What follows belongs to an exercise in optimizing a design on an open flow for a short achievable clock period and few clock cycles per item; a production flow would make more cautious choices.
The RTL was checked by simulation tests, not by an equivalence proof against the original design.
No driver is modelled on the clock port, so clocking that relies on it looks cheaper here than on a real chip.
Power figures rest on the tool's default switching activity, not on a simulated workload.

==> design.v <==
module rmw_counter_pipe #(
    parameter int unsigned AW = 8,
    parameter int unsigned DW = 16,
    parameter int unsigned IW = 8
) (
    input  logic          clk,
    input  logic          rst_n,
    input  logic          cmd_valid,
    output logic          cmd_ready,
    input  logic [1:0]    cmd_op,
    input  logic [AW-1:0] cmd_addr,
    input  logic [IW-1:0] cmd_inc,
    output logic          rsp_valid,
    output logic [1:0]    rsp_op,
    output logic [AW-1:0] rsp_addr,
    output logic [DW-1:0] rsp_data,
    output logic          rsp_sat
);
    localparam logic [1:0] OpInc   = 2'b00;
    localparam logic [1:0] OpClear = 2'b10;
    function automatic logic [8:0] add8_gp(input logic [7:0] g, input logic [7:0] p);
        logic [7:0] gk, pk, gn, pn;
        gk = g;
        pk = p;
        for (int d = 1; d < 8; d = d * 2) begin
            gn = gk;
            pn = pk;
            for (int i = d; i < 8; i++) begin
                gn[i] = gk[i] | (pk[i] & gk[i-d]);
                pn[i] = pk[i] & pk[i-d];
            end
            gk = gn;
            pk = pn;
        end
        add8_gp = {gk[7], p ^ {gk[6:0], 1'b0}};
    endfunction
    function automatic logic [8:0] inc8(input logic [7:0] x, input logic c);
        logic [8:0] t, tk, tn;
        tk = {x, c};
        for (int d = 1; d < 9; d = d * 2) begin
            tn = tk;
            for (int i = d; i < 9; i++) tn[i] = tk[i] & tk[i-d];
            tk = tn;
        end
        inc8 = {tk[8], x ^ tk[7:0]};
    endfunction
    logic       run_q, ready_q;
    logic [7:0] ic_q;
    assign cmd_ready = ready_q;
    always_ff @(posedge clk or negedge rst_n) begin
        if (!rst_n) begin
            run_q <= 1'b0;
            ic_q  <= '0;
        end else if (!run_q) begin
            ic_q <= ic_q + 1'b1;
            if (ic_q == 8'hFF) run_q <= 1'b1;
        end
    end
    always_ff @(posedge clk or negedge rst_n) begin
        if (!rst_n) ready_q <= 1'b0;
        else        ready_q <= ready_q | (ic_q == 8'hFF);
    end
    logic v0_q, v1_q, v2_q, v3_q, v4_q;
    logic w4_q, w5_q;             
    logic w3;
    always_ff @(posedge clk or negedge rst_n) begin
        if (!rst_n) begin
            v0_q <= 1'b0;
            v1_q <= 1'b0;
            v2_q <= 1'b0;
            v3_q <= 1'b0;
            v4_q <= 1'b0;
            w4_q <= 1'b0;
            w5_q <= 1'b0;
        end else begin
            v0_q <= cmd_valid && run_q;
            v1_q <= v0_q;
            v2_q <= v1_q;
            v3_q <= v2_q;
            v4_q <= v3_q;
            w4_q <= w3;
            w5_q <= w4_q;
        end
    end
    logic [1:0]   op0_q;
    logic [7:0]   a0_q;
    logic [7:0]   inc0_q;
    logic [255:0] rsel_q;         
    logic         h4_0_q, h5_0_q;   
    logic [7:0]   wa4_q;          
    always_ff @(posedge clk) begin
        h4_0_q <= w3 && (cmd_addr == a3_q);
        h5_0_q <= w4_q && (cmd_addr == wa4_q);
        op0_q  <= cmd_op;
        a0_q   <= cmd_addr;
        inc0_q <= cmd_inc;
        for (int i = 0; i < 256; i++) rsel_q[i] <= (cmd_addr == 8'(i));
    end
    logic [15:0] mem_q [256];
    logic [15:0] wb_gen_q, wb_ren_q;
    logic [15:0] wb_d_q;
    for (genvar i = 0; i < 256; i++) begin : g_mem
        always_ff @(posedge clk) begin
            if (wb_gen_q[i/16] && wb_ren_q[i%16]) mem_q[i] <= wb_d_q;
        end
    end
    logic [1:0]  op1_q, op2_q, op3_q;
    logic [7:0]  a1_q, a2_q, a3_q;
    logic [7:0]  addend1_q, addend2_q;
    logic        clr1_q, clr2_q, clr3_q;
    logic        anz1_q, anz2_q, anz3_q;
    logic        h1_1_q, h1_2_q, h1_3_q;
    logic        h2_1_q, h2_2_q, h2_3_q;
    logic        sl2_q, sp2_q;        
    logic        sel_2_q, sel_3_q, sel_4_q, sel_5_q;
    logic [15:0] sel_g_q;
    logic [15:0] grp_d [16];
    logic [15:0] grp_q [16];
    logic        h2, h3, h4, h5;
    assign h2 = v2_q && (a2_q == a0_q);
    assign h3 = v3_q && (a3_q == a0_q);
    assign h4 = h4_0_q;
    assign h5 = h5_0_q;
    always_ff @(posedge clk) begin
        op1_q     <= op0_q;
        a1_q      <= a0_q;
        addend1_q <= (op0_q == OpInc) ? inc0_q : 8'd0;
        anz1_q    <= (op0_q == OpInc) && (inc0_q != 8'd0);
        clr1_q    <= (op0_q == OpClear);
        h1_1_q    <= v1_q && (a1_q == a0_q);
        h2_1_q    <= h2;
        sel_2_q   <= h2;
        sel_3_q   <= !h2 && h3;
        sel_4_q   <= !h2 && !h3 && h4;
        sel_5_q   <= !h2 && !h3 && !h4 && h5;
        for (int g = 0; g < 16; g++) begin
            sel_g_q[g] <= !(h2 || h3 || h4 || h5) && (a0_q[7:4] == 4'(g));
        end
    end
    for (genvar g = 0; g < 16; g++) begin : g_grp
        always_comb begin
            grp_d[g] = '0;
            for (int r = 0; r < 16; r++) grp_d[g] = grp_d[g] | ({16{rsel_q[g*16+r]}} & mem_q[g*16+r]);
        end
    end
    always_ff @(posedge clk) begin
        for (int g = 0; g < 16; g++) grp_q[g] <= grp_d[g];
    end
    logic [15:0] pre_d, pre_q;
    logic [7:0]  lo_q;            
    logic [15:0] data_q;          
    logic [7:0]  hi_q;            
    logic        sat_q;           
    logic [7:0]  lo_d1_q;         
    logic [15:0] fw4_q;           
    logic [15:0] wb_d2_q;         
    logic [7:0]  pg_q, pp_q;      
    always_comb begin
        pre_d = ({16{sel_2_q}} & {8'd0, lo_q}) | ({16{sel_3_q && sat_q}})
              | ({16{sel_3_q}} & {hi_q, lo_d1_q})
              | ({16{sel_4_q}} & fw4_q) | ({16{sel_5_q}} & wb_d2_q);
        for (int g = 0; g < 16; g++) pre_d = pre_d | ({16{sel_g_q[g]}} & grp_q[g]);
    end
    always_ff @(posedge clk) begin
        op2_q     <= op1_q;
        a2_q      <= a1_q;
        addend2_q <= addend1_q;
        anz2_q    <= anz1_q;
        clr2_q    <= clr1_q;
        h1_2_q    <= h1_1_q;
        h2_2_q    <= h2_1_q;
        sl2_q     <= h1_1_q && !clr1_q;
        sp2_q     <= !h1_1_q && !clr1_q;
        pre_q     <= pre_d;
        pg_q      <= pre_d[7:0] & addend1_q;
        pp_q      <= pre_d[7:0] ^ addend1_q;
    end
    logic [8:0] sum_l, sum_p;
    logic [7:0] lo_n, lg_q, lp_q;
    logic       c8_q;
    logic [7:0] hb_q;
    logic       sb_q;
    assign w3    = v3_q && (op3_q == OpInc || op3_q == OpClear);
    assign lo_n  = ({8{sl2_q}} & sum_l[7:0]) | ({8{sp2_q}} & sum_p[7:0]);
    assign sum_l = add8_gp(lg_q, lp_q);
    assign sum_p = add8_gp(pg_q, pp_q);
    always_ff @(posedge clk) begin
        op3_q   <= op2_q;
        a3_q    <= a2_q;
        anz3_q  <= anz2_q;
        clr3_q  <= clr2_q;
        h1_3_q  <= h1_2_q;
        h2_3_q  <= h2_2_q;
        hb_q    <= h2_2_q ? hi_q : pre_q[15:8];
        sb_q    <= h2_2_q && sat_q;
        lo_q    <= lo_n;
        c8_q    <= (sl2_q & sum_l[8]) | (sp2_q & sum_p[8]);
        lg_q    <= lo_n & addend1_q;
        lp_q    <= lo_n ^ addend1_q;
    end
    logic [8:0] inc_l, inc_p;
    logic [7:0] hi_n;
    logic       sat_b, ovf, sat_n;
    logic [1:0] op4_q;
    logic [7:0] a4_q;
    logic       rsat_q;
    assign inc_l = inc8(hi_q, 1'b1);
    assign inc_p = inc8(hb_q, 1'b1);
    always_comb begin
        if (h1_3_q) begin
            hi_n  = c8_q ? inc_l[7:0] : hi_q;
            ovf   = c8_q && inc_l[8];
            sat_b = sat_q;
        end else begin
            hi_n  = c8_q ? inc_p[7:0] : hb_q;
            ovf   = c8_q && inc_p[8];
            sat_b = sb_q;
        end
        if (clr3_q) hi_n = 8'd0;
        sat_n = !clr3_q && (sat_b || ovf);
    end
    always_ff @(posedge clk) begin
        op4_q   <= op3_q;
        a4_q    <= a3_q;
        hi_q    <= hi_n;
        sat_q   <= sat_n;
        lo_d1_q <= lo_q;
        data_q  <= sat_n ? 16'hFFFF : {hi_n, lo_q};
        rsat_q  <= sat_b ? anz3_q : ovf;
        if (w3) wa4_q <= a3_q;
    end
    logic       wb_we;
    logic [7:0] wb_a;
    assign wb_we = !run_q || w4_q;
    assign wb_a  = run_q ? wa4_q : ic_q;
    always_ff @(posedge clk) begin
        for (int g = 0; g < 16; g++) wb_gen_q[g] <= wb_we && (wb_a[7:4] == 4'(g));
        for (int r = 0; r < 16; r++) wb_ren_q[r] <= (wb_a[3:0] == 4'(r));
        wb_d_q  <= !run_q ? 16'd0 : (sat_q ? 16'hFFFF : {hi_q, lo_d1_q});
        fw4_q   <= sat_q ? 16'hFFFF : {hi_q, lo_d1_q};
        wb_d2_q <= fw4_q;
    end
    assign rsp_valid = v4_q;
    assign rsp_op    = op4_q;
    assign rsp_addr  = a4_q;
    assign rsp_data  = data_q;
    assign rsp_sat   = rsat_q;
endmodule
==> flow/run.sh <==
#!/bin/bash
# Standard ORFS layout with two changes at clock tree synthesis (flow/pre_cts.tcl): before it,
# each output port's register is moved beside the port's buffer; right after the tree is built,
# its root buffer is removed so the clock port drives the four first-level buffers directly,
# and those buffers and the ones they drive become inverters (two inversions keep the polarity).
# Timing repair then runs on that tree as usual.
set -euo pipefail
W=$(cd "$(dirname "$0")/.." && pwd)
cd "$W"
export PRE_CTS_TCL="$W/flow/pre_cts.tcl"
bash standard.sh finish > "$W/standard.log" 2>&1
==> flow/out_regs.tcl <==
# Place each output port's register right beside the port's buffer, so the register drives a
# short wire; detailed placement then makes the moves legal.
proc my_pull_output_regs { } {
  set block [ord::get_db_block]
  set moved 0
  foreach bterm [$block getBTerms] {
    if { [$bterm getIoType] != "OUTPUT" } { continue }
    set net [$bterm getNet]
    if { $net == "NULL" } { continue }
    set buf ""
    foreach it [$net getITerms] {
      if { [$it isOutputSignal] } { set buf [$it getInst] }
    }
    if { $buf == "" } { continue }
    set in_net ""
    foreach it [$buf getITerms] {
      if { [$it isInputSignal] } { set in_net [$it getNet] }
    }
    if { $in_net == "" || $in_net == "NULL" } { continue }
    set reg ""
    foreach it [$in_net getITerms] {
      if { [$it isOutputSignal] } { set reg [$it getInst] }
    }
    if { $reg == "" || ![[$reg getMaster] isSequential] } { continue }
    set loc [$buf getLocation]
    $reg setLocation [lindex $loc 0] [lindex $loc 1]
    $reg setPlacementStatus PLACED
    incr moved
    # a register that feeds back to itself through one gate takes that gate along
    foreach it [$reg getITerms] {
      if { ![$it isInputSignal] || [[$it getMTerm] getName] != "D" } { continue }
      set dnet [$it getNet]
      foreach dit [$dnet getITerms] {
        if { ![$dit isOutputSignal] } { continue }
        set gate [$dit getInst]
        set fb 0
        foreach git [$gate getITerms] {
          if { [$git isInputSignal] && [$git getNet] == $in_net } { set fb 1 }
        }
        if { $fb && [llength [$dnet getITerms]] == 2 } {
          $gate setLocation [lindex $loc 0] [lindex $loc 1]
          $gate setPlacementStatus PLACED
          incr moved
        }
      }
    }
  }
  puts "moved $moved output registers beside their port buffers"
}
==> flow/pre_cts.tcl <==
# Before clock tree synthesis: pull the output registers beside their port buffers. After
# ORFS's own clock_tree_synthesis call: remove the tree's root buffer and make the two levels
# below the port inverters, before the timing repair that follows it in cts.tcl.
source [file join [file dirname [info script]] root_fix.tcl]
source [file join [file dirname [info script]] out_regs.tcl]
my_pull_output_regs
detailed_placement
check_placement -verbose
rename clock_tree_synthesis my_orig_clock_tree_synthesis
proc clock_tree_synthesis { args } {
  uplevel 1 [list my_orig_clock_tree_synthesis {*}$args]
  my_remove_clock_root clk
  my_invert_top_levels clk sky130_fd_sc_hd__clkinv_16
  detailed_placement
  estimate_parasitics -placement
  report_clock_latency
}
==> flow/root_fix.tcl <==
proc my_remove_clock_root { port } {
  set block [ord::get_db_block]
  set clk_net [[$block findBTerm $port] getNet]
  set root_iterms [$clk_net getITerms]
  if { [llength $root_iterms] != 1 } { return }
  set root [[lindex $root_iterms 0] getInst]
  set out_net ""
  foreach it [$root getITerms] {
    if { [$it isOutputSignal] } { set out_net [$it getNet] }
  }
  set loads {}
  foreach it [$out_net getITerms] {
    if { [$it getInst] != $root } { lappend loads $it }
  }
  puts "root buffer [$root getName] drives [llength $loads] pins"
  if { [llength $loads] > 4 } { return }
  set clk_name [$clk_net getName]
  set out_name [$out_net getName]
  foreach it $loads {
    set pin "[[$it getInst] getName]/[[$it getMTerm] getName]"
    disconnect_pin $out_name $pin
    connect_pin $clk_name $pin
  }
  delete_instance [$root getName]
  delete_net $out_name
  puts "removed root clock buffer; clock port now drives [llength $loads] buffers"
}

# Turn the two buffer levels below the clock port into inverters (the port-driven level and
# the level it drives), which together keep the clock's polarity: an inverter is one stage
# where a buffer is two. Done only when every load of the port-driven level is a buffer.
proc my_invert_top_levels { port master } {
  set block [ord::get_db_block]
  set clk_net [[$block findBTerm $port] getNet]
  set l1 {}
  set l2 {}
  foreach it [$clk_net getITerms] {
    set inst [$it getInst]
    if { ![string match "*clkbuf*" [[$inst getMaster] getName]] } { return }
    lappend l1 $inst
    set out [[$inst findITerm X] getNet]
    if { $out == "NULL" } { return }
    foreach lt [$out getITerms] {
      set li [$lt getInst]
      if { $li == $inst } { continue }
      if { ![string match "*clkbuf*" [[$li getMaster] getName]] } { return }
      if { [[$li findITerm X] getNet] == "NULL" } { return }
      lappend l2 $li
    }
  }
  set n 0
  foreach inst [concat $l1 $l2] {
    my_buf_to_inv [$inst getName] $master
    incr n
  }
  puts "clock tree: $n buffers in the top two levels replaced by $master"
}

# Replace buffer name by an inverter of the given master, at the same place on the same nets.
proc my_buf_to_inv { name master } {
  set block [ord::get_db_block]
  set inst [$block findInst $name]
  set loc [$inst getLocation]
  set in_name [[[$inst findITerm A] getNet] getName]
  set out_name [[[$inst findITerm X] getNet] getName]
  delete_instance $name
  set new "${name}_inv"
  make_instance $new $master
  connect_pin $in_name $new/A
  connect_pin $out_name $new/Y
  set ni [$block findInst $new]
  $ni setLocation [lindex $loc 0] [lindex $loc 1]
  $ni setPlacementStatus PLACED
}
==> standard.sh <==
#!/bin/bash
# synth_recipe.tcl (not shown) runs the flow's synth.tcl, then flattens the netlist and writes it again
# the make line also repeats each setting of config.mk as NAME=value (left out here)
make -C /OpenROAD-flow-scripts/flow DESIGN_CONFIG=/design/flow/config.mk WORK_HOME=/design/flow/orfs CLKGATE_MAP_FILE= SYNTH_SCRIPT=/design/flow/synth_recipe.tcl "${@:-finish}"
==> config.mk <==
export PLATFORM = sky130hd
export DESIGN_NAME = rmw_counter_pipe
export DESIGN_NICKNAME = rmw_counter_pipe
export VERILOG_FILES = /design/flow/design.v
export SDC_FILE = /design/flow/constraint.sdc
export NUM_CORES = 4
export LEC_CHECK = 0
export ABC_CLOCK_PERIOD_IN_PS = 1500
export CAP_MARGIN = 20
export CORE_MARGIN = 2
export CORE_UTILIZATION = 45
export CTS_CLUSTER_DIAMETER = 150
export CTS_CLUSTER_SIZE = 30
export SETUP_SLACK_MARGIN = 2.5
export SLEW_MARGIN = 20
export SYNTH_MEMORY_MAX_BITS = 8192
==> constraint.sdc <==
create_clock -name core_clock -period 4.4 [get_ports {clk}]
set_input_delay 0.8800 -clock core_clock [delete_from_list [all_inputs] [get_ports {clk}]]
set_output_delay 0.8800 -clock core_clock [all_outputs]
set_load 0.01 [all_outputs]
==> results of run 1 <==
[timing repair]
item                                   in CTS  in global routing
setup endpoints to repair                4922                866
gates cloned                                1                  1
endpoints found under the hold margin       0                  0
pin swaps                                  54                 57
setup buffers                              78                 44
gates resized for setup                   649                165
[layout by cell type, fill, tap and decap left out, types with 21 or more instances in the layout]
cell,count
edfxtp_1,4104
a22o_1,1031
a221oi_1,950
dfxtp_1,643
nor2_1,333
nand4_1,302
buf_4,287
and2_2,212
clkbuf_16,167
clkbuf_1,141
a22oi_1,92
dfxtp_2,88
buf_12,76
a221oi_2,73
dfxtp_4,53
nand2_1,41
and2_1,37
a22oi_2,36
xor2_1,35
xnor2_1,35
and2_4,33
buf_6,32
diode_2,27
clkinv_16,21
[cells by family (layout without fill, tap and decap cells)]
family | count (synthesis) | count (layout)
DFF | 4904 | 4904
AOI/OAI and AO/OA | 2260 | 2260
and+or+nand+nor | 1103 | 1103
buffers and inverters | 659 | 792
xor gates and xnor gates | 70 | 70
adders and majority gates | 21 | 21
muxes | 15 | 15
other | 0 | 27
[synthesized netlist by cell type (all sizes together) (5+ instances only)]
cell       n
a211oi     6
mux2i      5
mux2       9
dfxtp    784
nor4      12
buf       20
inv       13
nand2     56
a221oi  1025
dfrtp     16
o21ai     10
a22o    1031
nand2b    17
xnor2     35
nor2b     17
or2       20
a222oi    16
and2     282
a21oi     15
xor2      35
clkbuf   626
ha        21
nor3      19
nand4    302
nor2     341
a22oi    128
a31oi     10
edfxtp  4104
nand3     24
[layer usage]
layer	wire length [um]	GRT usage
met5	135	0
met4	24100	0.1028
met3	57910	0.04886
met2	245400	0.4285
met1	211100	0.3920
[cell type report, clock buffers not listed]
cell class	instances	area (um^2)	share of cell area
Tap cell	4972	6221	0.03384
Sequential cell	4904	139600	0.7596
Clock inverter	10	150.1	0.0008167
Inverter	33	649.4	0.003532
Timing Repair Buffer	442	4561	0.02481
Multi-Input combinational cell	3469	27870	0.1516
Antenna cell	27	67.56	0.0003675
[critical path, delay by kind of cell (launching register included)]
kind	cells	cell delay, ns
compound gates	1	0.84
fa+ha+maj	1	0.34
flops	1	0.39
simple gates	3	0.62
[power by group]
part           leakage (nW)  internal, mW  total (mW)  switching (mW)
Sequential             35.0          49.7        50.2           0.412
Combinational          11.8         0.310       0.834           0.524
Clock                  2.51          7.77        21.8            14.0
[state kept, by name, summed over array words and instances, names as in the netlist, 16 cells and up]
register / cells
mem_q: 4096
grp_q: 256
rsel_q: 256
data_q: 16
fw4_q: 16
sel_g_q: 16
wb_d2_q: 16
wb_d_q: 16
wb_gen_q: 16
wb_ren_q: 16
[worst paths after layout]
path	from	endpoint	slack [ns]	depth (start not counted)
min in group core_clock	op1_q[1]$_DFF_P_	op2_q[1]$_DFF_P_	0.34	0
max in group asynchronous	rst_n	run_q$_DFF_PN0_	3.65	1
setup / recovery	sel_g_q[9]$_DFF_P_	pp_q[3]$_DFF_P_	2.17	5
hold reg to reg	op1_q[1]$_DFF_P_	op2_q[1]$_DFF_P_	0.34	0
setup reg to reg	sel_g_q[9]$_DFF_P_	pp_q[3]$_DFF_P_	2.17	5
hold / removal	rst_n	ready_q$_DFF_PN0_	0.30	1
[stage by stage]
step | hold slack, ns | area, um^2 | power, mW | cells | setup WS (ns)
after floorplan | 0.3096 | 168400 | 51.31 | 9032 | 2.521
after global placement | 0.3100 | 175000 | 51.96 | 13672 | 1.443
after detailed placement | 0.3168 | 175100 | 51.95 | 13676 | 1.371
after CTS | 0.3411 | 182700 | 72.83 | 14092 | 2.202
after global routing | 0.2833 | 183800 | 74.40 | 14140 | 2.150
final | 0.2995 | 183800 | 72.76 | 14164 | 2.165
==> impl_metrics.yaml, run 1 <==
run_status:
  status: "no timing/DRC/antenna violations"
timing:
  worst_pin_slew_ns: 1.196
  report.final.slew_viol_count: 0
  rsz0062_at_grt: "true"
  post-route-period-util: 0.5079
  setup_viol: 0
  timing.fmax_mhz: 447.5
  slew_headroom: 0.2016
  finalCriticalPeriod_ns: 2.235
  final.setup.tns_ns: 0
  hold_viol: 0
  finalClockSkew_ns: 0.06339
worst_setup_path:
  slowest_delay_ns: 0.84
  arrival_ns: 2.73
  crit_path_max_fanout: 3
  cp-end-kind: "register"
  cp_slowest_cell: "a222oi_1"
  cp-start-kind: "register"
  path_cells: "a222oi_1, nand3_1, nor2_1, nand4_1, ha_2"
  crit_type: "reg -> reg"
  critical_path_required_ns: 4.90
synthesis:
  yosys.cell_types.count: 55
  synthAdderAreaFrac: 0.001561
  synth_area_leaders: "edfxtp_1 (73%), dfxtp_1 (9.3%), a22o_1 (5.4%)"
  synthXorXnorAreaFrac: 0.003642
  synth.top_cell.area_share: 0.7321
  synth_cells: 9032
  ys_ff_latch: 4904
  ys.flop_type: "edfxtp_1"
  avgSynthCellArea_um2: 18.64
  ys_seq_area_frac: 0.8278
  synth_edf_count: 4104
  synth_nets: 9074
  synth_top_family_by_area: "compound AO/OA/AOI/OAI gates"
  synth_top_area_cell: "edfxtp_1"
  synth_simple_gate_area_frac: 0.03488
  synth.cell_area_um2: 168300
  muxShareOfSynthArea: 0.001033
  ys_warn_count: 4
  synth_compound_area_frac: 0.1160
  ys_async_sr_fraction: 0.003263
routing:
  antenna_left: 0
  wl_um: 538600
  drc: 0
  first_pass_iters: 8
  vias: 92549
  drt_iter0_drc: 14572
  post_drt_via_cell_ratio: 6.534
  route.detailed.wl_per_inst_um: 38.03
power_and_ir_drop:
  power_density_nw_per_um2: 395.8
  power.leakage_nw: 49.32
  ir_drop_mv: 0.2997
layout:
  syn_to_final_growth_pct: 9.220
  drive_gt1_frac: 0.1343
  nFillCells: 30199
  layout.nets: 9056
  finalCoreUtilization: 0.4939
die:
  die_area_um2: 379000
  die_width_um: 615.6
  io_pins: 50
  core_um2: 372200
  rows: 224
  initial_utilization: 0.4522
  die_h_um: 615.6
global_routing:
  antenna_found_initial: 66
  grt-ovfl-total: 0
  first_global_vias: 86230
  grt_pass1_wl_um: 729900
  track_usage: 0.2762
  grt_max_degree: 145
clock_network:
  cts_inserted_buffers: 185
  hold_buffers: 0
  cts.clk_slew.worst_paths_ns: 0.12
  insertion_delay_ns: 0.55
  cts_tree: "yes"
  numClockSinks: 4904
hold_path:
  worstHoldPathType: "in -> async"
placed_design:
  routabilityCongestion: 0.9572
  portBuffers: 49
  dp_hpwl_um: 334100
job:
  drv_cap: 0
Testbench counts, summed over its fixed seeds: cycles 24,032, items 24,000.
==> inputs of run 2 (changes only) <==
--- a/flow/pre_cts.tcl
+++ b/flow/pre_cts.tcl
@@ -10,7 +10,7 @@
 proc clock_tree_synthesis { args } {
   uplevel 1 [list my_orig_clock_tree_synthesis {*}$args]
   my_remove_clock_root clk
-  my_invert_top_levels clk sky130_fd_sc_hd__clkinv_16
+  my_invert_top_levels clk sky130_fd_sc_hd__inv_16
   detailed_placement
   estimate_parasitics -placement
   report_clock_latency
==> run 2 against run 1 <==
  * Still clean
  * Wire length about the same
  * Flip-flop and latch count unchanged
  * Power decreased by 0.16%
  * Critical path type unchanged
  * Largest power group unchanged
==> impl_metrics.yaml, run 2 <==
run_status:
  status: "no timing/DRC/antenna violations"
layout:
  top_register: "mem_q"
  drive_gt1_frac: 0.1368
  layout.nets: 9072
  finalCoreUtilization: 0.4941
  stdcell_count: 14179
  final_area_um2: 183900
  final_common_cell: "edfxtp_1"
  top_regs: "mem_q (4096), grp_q (256), rsel_q (256)"
  largest_register_ffs: 4096
  syn_to_final_growth_pct: 9.259
  final_cell_mix: "edfxtp_1 (4104), a22o_1 (1029), a221oi_1 (944)"
global_routing:
  grt_pass1_wl_um: 729800
  grt-ovfl-total: 0
  grt_max_degree: 145
  first_global_vias: 86347
  antenna_found_initial: 61
  track_usage: 0.2761
synthesis:
  ys.flop_type: "edfxtp_1"
  ys_async_sr_fraction: 0.003263
  synth_common_cells: "edfxtp_1 (4104), a22o_1 (1031), a221oi_1 (1024)"
  synth_top_area_cell: "edfxtp_1"
  synth_edf_count: 4104
  synth_nets: 9074
  synth_cells: 9032
  ys_seq_area_frac: 0.8278
  avgSynthCellArea_um2: 18.64
  synth.cell_area_um2: 168300
  synth_most_common_cell: "edfxtp_1"
  ys_ff_latch: 4904
  synth.top_cell.area_share: 0.7321
  synth_area_leaders: "edfxtp_1 (73%), dfxtp_1 (9.3%), a22o_1 (5.4%)"
  yosys.cell_types.count: 55
  ys_warn_count: 4
routing:
  vias: 92506
  first_pass_iters: 6
  post_drt_via_cell_ratio: 6.524
  wl_um: 539100
  drt-met1-wl_um: 209500
  antenna_left: 0
  drt_iter0_drc: 14464
  highest_layer: "met5"
  wl_met2_um: 245000
  route.detailed.wl_per_inst_um: 38.02
  drc: 0
  wl_met3_um: 59650
hold_path:
  worstHoldPathType: "in -> async"
timing:
  finalClockSkew_ns: 0.08366
  finalCriticalPeriod_ns: 2.257
  rsz0062_at_grt: "true"
  report.final.slew_viol_count: 0
  post-route-period-util: 0.5128
  setup_viol: 0
  worst_hold_slack_ns: 0.3192
  final.setup.tns_ns: 0
  setup_slack_ns: 2.144
  hold_viol: 0
  worst_pin_slew_ns: 1.133
  timing.fmax_mhz: 443.2
  slew_headroom: 0.2437
die:
  io_pins: 50
  die_h_um: 615.6
  core_um2: 372200
  die_width_um: 615.6
  die_area_um2: 379000
  rows: 224
  initial_utilization: 0.4522
clock_network:
  numClockSinks: 4904
  cts_inserted_buffers: 185
  hold_buffers: 0
  cts_tree: "yes"
  insertion_delay_ns: 0.52
  cts.clk_slew.worst_paths_ns: 0.12
worst_setup_path:
  crit_path_max_fanout: 3
  timing.rr.end: "pp_q[3]$_DFF_P_"
  r2r_setup_slack_ns: 2.14
  cp-end-kind: "register"
  crit_start: "sel_g_q[9]$_DFF_P_"
  worst_r2r_path_depth: 5
  r2r-start: "sel_g_q[9]$_DFF_P_"
  critPathCapture: "pp_q[3]$_DFF_P_"
  cp-start-kind: "register"
  crit_type: "reg -> reg"
  arrival_ns: 2.71
  critical_path_required_ns: 4.86
placed_design:
  dp_hpwl_um: 334100
  placedCellCount: 13676
  routabilityCongestion: 0.9572
  place_ws_ns: 1.371
  portBuffers: 49
  postPlaceCellArea_um2: 175100
power_and_ir_drop:
  power_density_nw_per_um2: 395.0
  power_mw: 72.65
  power.leakage_nw: 49.41
  ir_drop_mv: 0.3109
job:
  drv_cap: 0
-- run 2: cell counts after synthesis --
No cell type changed its count.
-- run 2: layer usage --
layer / global-route usage / up-vias
met4: 0.1059 / 18
met5: 0 / -
met3: 0.05254 / 794
met1: 0.3900 / 48751
met2: 0.4262 / 5758
li1: - / 37185
-- run 2: final cells by class, clock buffers not listed --
cell class,count,area [um^2]
Clock inverter,10,150.1
Inverter,33,449.2
Fill cell,30216,188300
Antenna cell,26,65.06
Multi-Input combinational cell,3469,27950
Timing Repair Buffer,458,4741
Tap cell,4972,6221
Sequential cell,4904,139700
-- run 2: timing repair --
item	CTS	global route
setup buffers	91	46
gates cloned	1	2
pin swaps	54	58
gates resized for setup	659	176
setup endpoints to repair	4941	674
-- run 2: cells by family (layout without fill, tap and decap cells) --
| family | Yosys count | count (layout) | synth area share |
|---|---|---|---|
| buf+inv | 659 | 808 | 0.01510 |
| fa+ha+maj | 21 | 21 | 0.001561 |
| flops | 4904 | 4904 | 0.8278 |
| xor+xnor | 70 | 70 | 0.003642 |
| compound gates | 2260 | 2260 | 0.1160 |
| other cells | 0 | 26 | 0 |
| simple gates | 1103 | 1103 | 0.03488 |
| mux | 15 | 15 | 0.001033 |
-- run 2: power breakdown --
group          switching [mW]  internal [mW]  leakage (nW)  total [mW]
combinational           0.525          0.308          11.9       0.834
clock                    13.9           7.72          2.48        21.7
sequential              0.410           49.7          35.0        50.1
-- run 2: worst min path at each step --
stage	start	to	slack [ns]	cells past startpoint
2_1_floorplan	anz1_q$_DFF_P_	anz2_q$_DFF_P_	0.31	0
3_3_place_gp	op3_q[1]$_DFF_P_	op4_q[1]$_DFF_P_	0.31	0
3_5_place_dp	op1_q[1]$_DFF_P_	op2_q[1]$_DFF_P_	0.32	0
4_1_cts	op1_q[1]$_DFF_P_	op2_q[1]$_DFF_P_	0.34	0
5_1_grt	rst_n	ready_q$_DFF_PN0_	0.32	1
6_report	rst_n	ready_q$_DFF_PN0_	0.32	1
-- run 2: critical path, stage by stage (launching register included) --
cell,delay (ns)
dfxtp_4,0.39
a222oi_1,0.84
nand3_1,0.31
nor2_1,0.18
nand4_1,0.13
ha_2,0.34

## re-timing with driven ports
How much do the figures lean on ideal ports? The routed layouts below were timed once more, with nothing changed but the port constraints. Step 1 (the two cells are an assumption about what drives the block):
set clk [get_ports {clk}]
set_driving_cell -lib_cell sky130_fd_sc_hd__clkbuf_16 $clk
set_driving_cell -lib_cell sky130_fd_sc_hd__buf_2 [delete_from_list [all_inputs] $clk]
Step 2 moves the port delays by t, midway between the first and last clock arrival at a register: inputs arrive t later, outputs are due t later. That takes back most of the time a late clock gives input paths. a / b / c = ideal ports / drivers / drivers and shift; a / b = the first two.
run | shift t [ns] | setup WS [ns] | hold WS [ns] | worst slew at a driven data input, ns | pins driven straight from the clock port
run 1 | 0.870 | 2.165 / 2.081 / 1.908 | 0.299 / -0.030 / 0.338 | 0.20 | 4
run 2 | 0.791 | 2.143 / 2.143 / 1.879 | 0.319 / 0.028 / 0.338 | 0.21 | 4
After both steps every run listed still meets setup and hold. The setup slack of run 2, which loses most, moves by 0.000 ns with the drivers and by -0.264 ns with both steps.
